From an optimization exercise on the open Yosys and OpenROAD flow, aimed at small area; shortcuts taken in it are not production practice. Function was checked by simulation only, so behaviour that the tests miss may differ from the original. Power is estimated from default activity; no workload was simulated.

==> xenon: inputs <==
==> flow/design.v (excerpt) <==
module blackjackTop (
    input  logic                     clock,
    input  logic                     resetar,
    input  logic                     hitCard,
    input  logic                     standHand,
    input  logic [5:0]               shuffleSeed,
    output logic                     tableReady,
    output logic                     winLed,
    output logic                     lossLed,
    output logic                     pushLed,
    output logic [13:0]              playerDigits,
    output logic [13:0]              dealerDigits
);
==> flow/config.mk <==
export PLATFORM = sky130hd
export DESIGN_NAME = blackjackTop
export DESIGN_NICKNAME = blackjackTop
export VERILOG_FILES = /design/flow/design.v
export SDC_FILE = /design/flow/constraint.sdc
export NUM_CORES = 4
export LEC_CHECK = 0
export ABC_AREA = 1
export CAP_MARGIN = 20
export CELL_PAD_IN_SITES_DETAIL_PLACEMENT = 1
export CORE_MARGIN = 2
export CORE_UTILIZATION = 25
export SLEW_MARGIN = 20
==> flow/constraint.sdc <==
create_clock -name core_clock -period 12.0 [get_ports {clock}]
set_input_delay 2.4000 -clock core_clock [delete_from_list [all_inputs] [get_ports {clock}]]
set_output_delay 2.4000 -clock core_clock [all_outputs]
set_load 0.01 [all_outputs]
standard.sh (not shown) runs the stock make flow with config.mk's settings and CLKGATE_MAP_FILE= SYNTH_SCRIPT=/design/flow/synth_recipe.tcl, a recipe that flattens the netlist after the stock synthesis.
==> flow/flow/run.sh <==
#!/bin/bash
# Own layout flow: the standard synthesis, then the combinational logic is
# mapped again for area (flow/resynth.tcl; the flip-flops keep their names and
# cells), then the standard layout from the floorplan on.
set -euo pipefail
W=$PWD
R=$W/orfs/results/$FLOW_PLATFORM/blackjackTop/base
YOSYS=$(command -v yosys || echo "$FLOW_HOME/../tools/install/yosys/bin/yosys")

bash standard.sh synth > $W/synth.log 2>&1
cp $R/1_2_yosys.v $W/standard_synth.v

LIBERTY=$FLOW_HOME/platforms/$FLOW_PLATFORM/lib/sky130_fd_sc_hd__tt_025C_1v80.lib \
NETLIST_IN=$W/standard_synth.v NETLIST_OUT=$W/resynth.v TOP=$FLOW_TOP \
ABC_SCRIPT=$W/flow/area.script \
  $YOSYS -c $W/flow/resynth.tcl > $W/resynth.log 2>&1

cp $W/resynth.v $R/1_2_yosys.v
rm -f $R/1_synth.odb $R/1_synth.sdc
bash standard.sh finish > $W/layout.log 2>&1
==> flow/flow/area.script <==
strash; dch; amap; topo
==> flow/flow/resynth.tcl <==
# Re-map the standard synthesis's combinational logic for area. The
# flip-flop instances (their names and cell types) stay exactly as they are.
yosys -import
set lib $::env(LIBERTY)
read_liberty -ignore_miss_func $lib
read_verilog $::env(NETLIST_IN)
hierarchy -top $::env(TOP)
set seq {}
foreach m [tee -q -s result.string select -list-mod A:*] { }
foreach m [split [tee -q -s result.string ls] "\n"] {
  set m [string trim $m]
  if {[regexp {^sky130_fd_sc_hd__(df|edf|sdf|sedf|dl|sdl|einv|ebuf)} $m]} { lappend seq $m }
}
puts "sequential/kept cell modules: $seq"
foreach m $seq { setattr -mod -set keep_hierarchy 1 $m }
flatten
opt_clean
stat
abc -liberty $lib -dont_use *lpflow* -dont_use *probe* -script $::env(ABC_SCRIPT)
splitnets
opt_clean -purge
hilomap -singleton -hicell sky130_fd_sc_hd__conb_1 HI -locell sky130_fd_sc_hd__conb_1 LO
insbuf -buf sky130_fd_sc_hd__buf_1 A X
setattr -mod -unset keep_hierarchy
foreach m $seq { blackbox $m }
select blackjackTop
stat -liberty $lib
write_verilog -noattr -noexpr -nohex -nodec -selected $::env(NETLIST_OUT)
==> inputs of sierra, as changes to xenon <==
==> flow/run.sh (new file) <==
#!/bin/bash
# synth_recipe.tcl (not shown) runs the flow's synth.tcl, then flattens the netlist and writes it again
# the make line also repeats each setting of config.mk as NAME=value (left out here)
make -C /OpenROAD-flow-scripts/flow DESIGN_CONFIG=/design/flow/config.mk WORK_HOME=/design/flow/orfs CLKGATE_MAP_FILE= SYNTH_SCRIPT=/design/flow/synth_recipe.tcl finish
--- a/flow/config.mk
+++ b/flow/config.mk
@@ -7,7 +7,6 @@
 export LEC_CHECK = 0
 export ABC_AREA = 1
 export CAP_MARGIN = 20
-export CELL_PAD_IN_SITES_DETAIL_PLACEMENT = 1
 export CORE_MARGIN = 2
 export CORE_UTILIZATION = 25
 export SLEW_MARGIN = 20
removed: flow/flow/run.sh
removed: flow/flow/area.script
removed: flow/flow/resynth.tcl
removed: flow/standard.sh
==> metrics.md <==
| Metric | Value |
|---|---|
| Clock group | `0.102 mW` |
| Fraction of area in multi-input gates | `roughly three fifths` |
| Min-delay src | `table0.dealerTotal[5]` |
| Tap cell count | `~170` |
| Cell total after placement | `752` |
| Maximum VDD drop | `between 100 and 150 uV` |
| Worst-path fanout max | `15` |
| Status | `no timing/DRC/antenna violations` |
That was xenon.
==> metrics.md <==
| Metric | Value |
|---|---|
| Status | `no timing/DRC/antenna violations` |
| Fraction of area in multi-input gates | `~61%` |
| Min-delay src | `deck.dealIndex[5]` |
| Worst-path fanout max | `14` |
| Clock group | `around 0.075 mW` |
| Maximum VDD drop | `95.8 uV` |
That was sierra.


==> run P <==
Another version of the RTL of blackjackTop (not shown whole).
// blackjackTop
module blackjackTop (
    input  logic                     clock,
    input  logic                     resetar,
    input  logic                     hitCard,
    input  logic                     standHand,
    input  logic [5:0]               shuffleSeed,
    output logic                     tableReady,
    output logic                     winLed,
    output logic                     lossLed,
    output logic                     pushLed,
    output logic [13:0]              playerDigits,
    output logic [13:0]              dealerDigits
);
    blackjackPkg::cardValue_t  topCard;
    blackjackPkg::handTotal_t  playerTotal;
    blackjackPkg::handTotal_t  dealerTotal;
    logic        hold;
    logic [5:0]  dealIndex;
    logic        advance;
    cardDeck deck (
        .clock       (clock),
        .resetar     (resetar),
        .advance     (advance),
        .shuffleSeed (shuffleSeed),
        .dealIndex   (dealIndex),
        .topCard     (topCard)
    );
    blackjackTable table0 (
        .clock       (clock),
        .resetar     (resetar),
        .hitCard     (hitCard),
        .standHand   (standHand),
        .dealIndex   (dealIndex),
        .topCard     (topCard),
        .advance     (advance),
        .tableReady  (tableReady),
        .winLed      (winLed),
        .lossLed     (lossLed),
        .pushLed     (pushLed),
        .playerTotal (playerTotal),
        .dealerTotal (dealerTotal),
        .hold        (hold)
    );
    scoreDisplay playerDisplay (.total(playerTotal), .digits(playerDigits));
    dealerDisplay dealerDisplay0 (.total(dealerTotal), .shown(hold), .digits(dealerDigits));
endmodule
Settings: LEC_CHECK=0, ABC_AREA=1, CAP_MARGIN=20, CELL_PAD_IN_SITES_DETAIL_PLACEMENT=1, CORE_MARGIN=2, CORE_UTILIZATION=25, SLEW_MARGIN=20; clock period 12.0 ns.
==> flow/flow/run.sh <==
#!/bin/bash
# Own layout flow: the standard synthesis, then the combinational logic is
# mapped again for area (flow/resynth.tcl; the flip-flops keep their names and
# cells), then the standard layout from the floorplan on.
set -euo pipefail
W=$PWD
R=$W/orfs/results/$FLOW_PLATFORM/blackjackTop/base
YOSYS=$(command -v yosys || echo "$FLOW_HOME/../tools/install/yosys/bin/yosys")

bash standard.sh synth > $W/synth.log 2>&1
cp $R/1_2_yosys.v $W/standard_synth.v

LIBERTY=$FLOW_HOME/platforms/$FLOW_PLATFORM/lib/sky130_fd_sc_hd__tt_025C_1v80.lib \
NETLIST_IN=$W/standard_synth.v NETLIST_OUT=$W/resynth.v TOP=$FLOW_TOP \
ABC_SCRIPT=$W/flow/area.script \
  $YOSYS -c $W/flow/resynth.tcl > $W/resynth.log 2>&1

cp $W/resynth.v $R/1_2_yosys.v
rm -f $R/1_synth.odb $R/1_synth.sdc
# Port buffers: the smallest buffer (the ports see light loads and the
# timing has slack to spare). Clock tree: small clock buffers, no dummy loads.
bash standard.sh \
  "BUFFER_PORTS_ARGS=-buffer_cell sky130_fd_sc_hd__buf_1" \
  "CTS_ARGS=-sink_clustering_enable -repair_clock_nets -buf_list sky130_fd_sc_hd__clkbuf_8 -dont_use_dummy_load" \
  finish > $W/layout.log 2>&1
==> flow/flow/area.script <==
strash; dch; amap; mfs2 -a; strash; dch; amap; topo
==> flow/flow/resynth.tcl <==
# Re-map the standard synthesis's combinational logic for area. The
# flip-flop instances (their names and cell types) stay exactly as they are.
yosys -import
set lib $::env(LIBERTY)
read_liberty -ignore_miss_func $lib
read_verilog $::env(NETLIST_IN)
hierarchy -top $::env(TOP)
set seq {}
foreach m [tee -q -s result.string select -list-mod A:*] { }
foreach m [split [tee -q -s result.string ls] "\n"] {
  set m [string trim $m]
  if {[regexp {^sky130_fd_sc_hd__(df|edf|sdf|sedf|dl|sdl|einv|ebuf)} $m]} { lappend seq $m }
}
puts "sequential/kept cell modules: $seq"
foreach m $seq { setattr -mod -set keep_hierarchy 1 $m }
flatten
opt_clean
stat
abc -liberty $lib -dont_use *lpflow* -dont_use *probe* -script $::env(ABC_SCRIPT)
splitnets
opt_clean -purge
hilomap -singleton -hicell sky130_fd_sc_hd__conb_1 HI -locell sky130_fd_sc_hd__conb_1 LO
insbuf -buf sky130_fd_sc_hd__buf_1 A X
setattr -mod -unset keep_hierarchy
foreach m $seq { blackbox $m }
select blackjackTop
stat -liberty $lib
write_verilog -noattr -noexpr -nohex -nodec -selected $::env(NETLIST_OUT)
==> run Z: changes against run P <==
--- a/flow/flow/run.sh
+++ b/flow/flow/run.sh
@@ -22,4 +22,4 @@
 bash standard.sh \
   "BUFFER_PORTS_ARGS=-buffer_cell sky130_fd_sc_hd__buf_1" \
-  "CTS_ARGS=-sink_clustering_enable -repair_clock_nets -buf_list sky130_fd_sc_hd__clkbuf_8 -dont_use_dummy_load" \
+  "CTS_ARGS=-sink_clustering_enable -repair_clock_nets -buf_list sky130_fd_sc_hd__clkbuf_16 -sink_clustering_size 30 -sink_clustering_max_diameter 500 -dont_use_dummy_load" \
   finish > $W/layout.log 2>&1
- GPL_TIMING_DRIVEN: default -> 0
==> metrics.md <==
| Metric | Value |
|---|---|
| Clock-pin slew on the worst setup and hold paths | `0.09 ns` |
| Power Total | `797 uW` |
| RR Startpoint | `deck.dealIndex[0]` |
| Global-route wire length before repair | `25,400 um` |
| Critical Path AT | `7.97 ns` |
| Initial DRC Count | `531` |
| Outcome | `complete, no violations` |
| Routed length on met2 | `6970 um` |
| Nets | `606` |
| Placed Instances | `763` |
| Max_slew headroom | `27.5%` |
| Sequential share of cell area | `17.0%` |
| Non-Filler Instances | `766` |
| Vias/cell | `6.16` |
| Switching share of total power | `60.6%` |
[end of results for run P]
==> metrics.md <==
| Metric | Value |
|---|---|
| Vias/cell | `6.10` |
| Clock-pin slew on the worst setup and hold paths | `0.07 ns` |
| Sequential share of cell area | `17.0%` |
| Routed length on met2 | `6850 um` |
| Outcome | `complete, no violations` |
| Power Total | `811 uW` |
| Nets | `604` |
| RR Startpoint | `deck.dealIndex[1]` |
| Initial DRC Count | `538` |
| Switching share of total power | `59.4%` |
| Non-Filler Instances | `764` |
[end of results for run Z]

[what the ideal ports hide]
The results above use ideal ports. As a check the final layouts listed here were re-extracted and re-timed, cells and wires unchanged. Step 1 assumes that a clkbuf_16 drives the clock port and a buf_2 every other input. Step 2 adds t to the input delays and takes it off the output delays; t is the mean of the earliest and latest rising clock arrival at the registers after step 1. Input paths then give back, and output paths get back, about the clock's delay inside the block. Three values: no drivers, after step 1, after step 2; two values: the first two.
run | shift t [ns] | setup WS [ns] | worst setup path after step 2 | latest minus earliest clock arrival (ns)
xenon | 0.305 | 3.864 / 3.864 / 3.864 | register to register | 0.002 / 0.002
sierra | 0.295 | 6.180 / 6.180 / 6.180 | register to register | 0.005 / 0.005
run P | 0.296 | 4.187 / 4.187 / 4.187 | register to register | 0.003 / 0.003
run Z | 0.299 | 2.600 / 2.600 / 2.600 | register to register | 0.001 / 0.002
After both steps setup and hold are still met in every run listed.
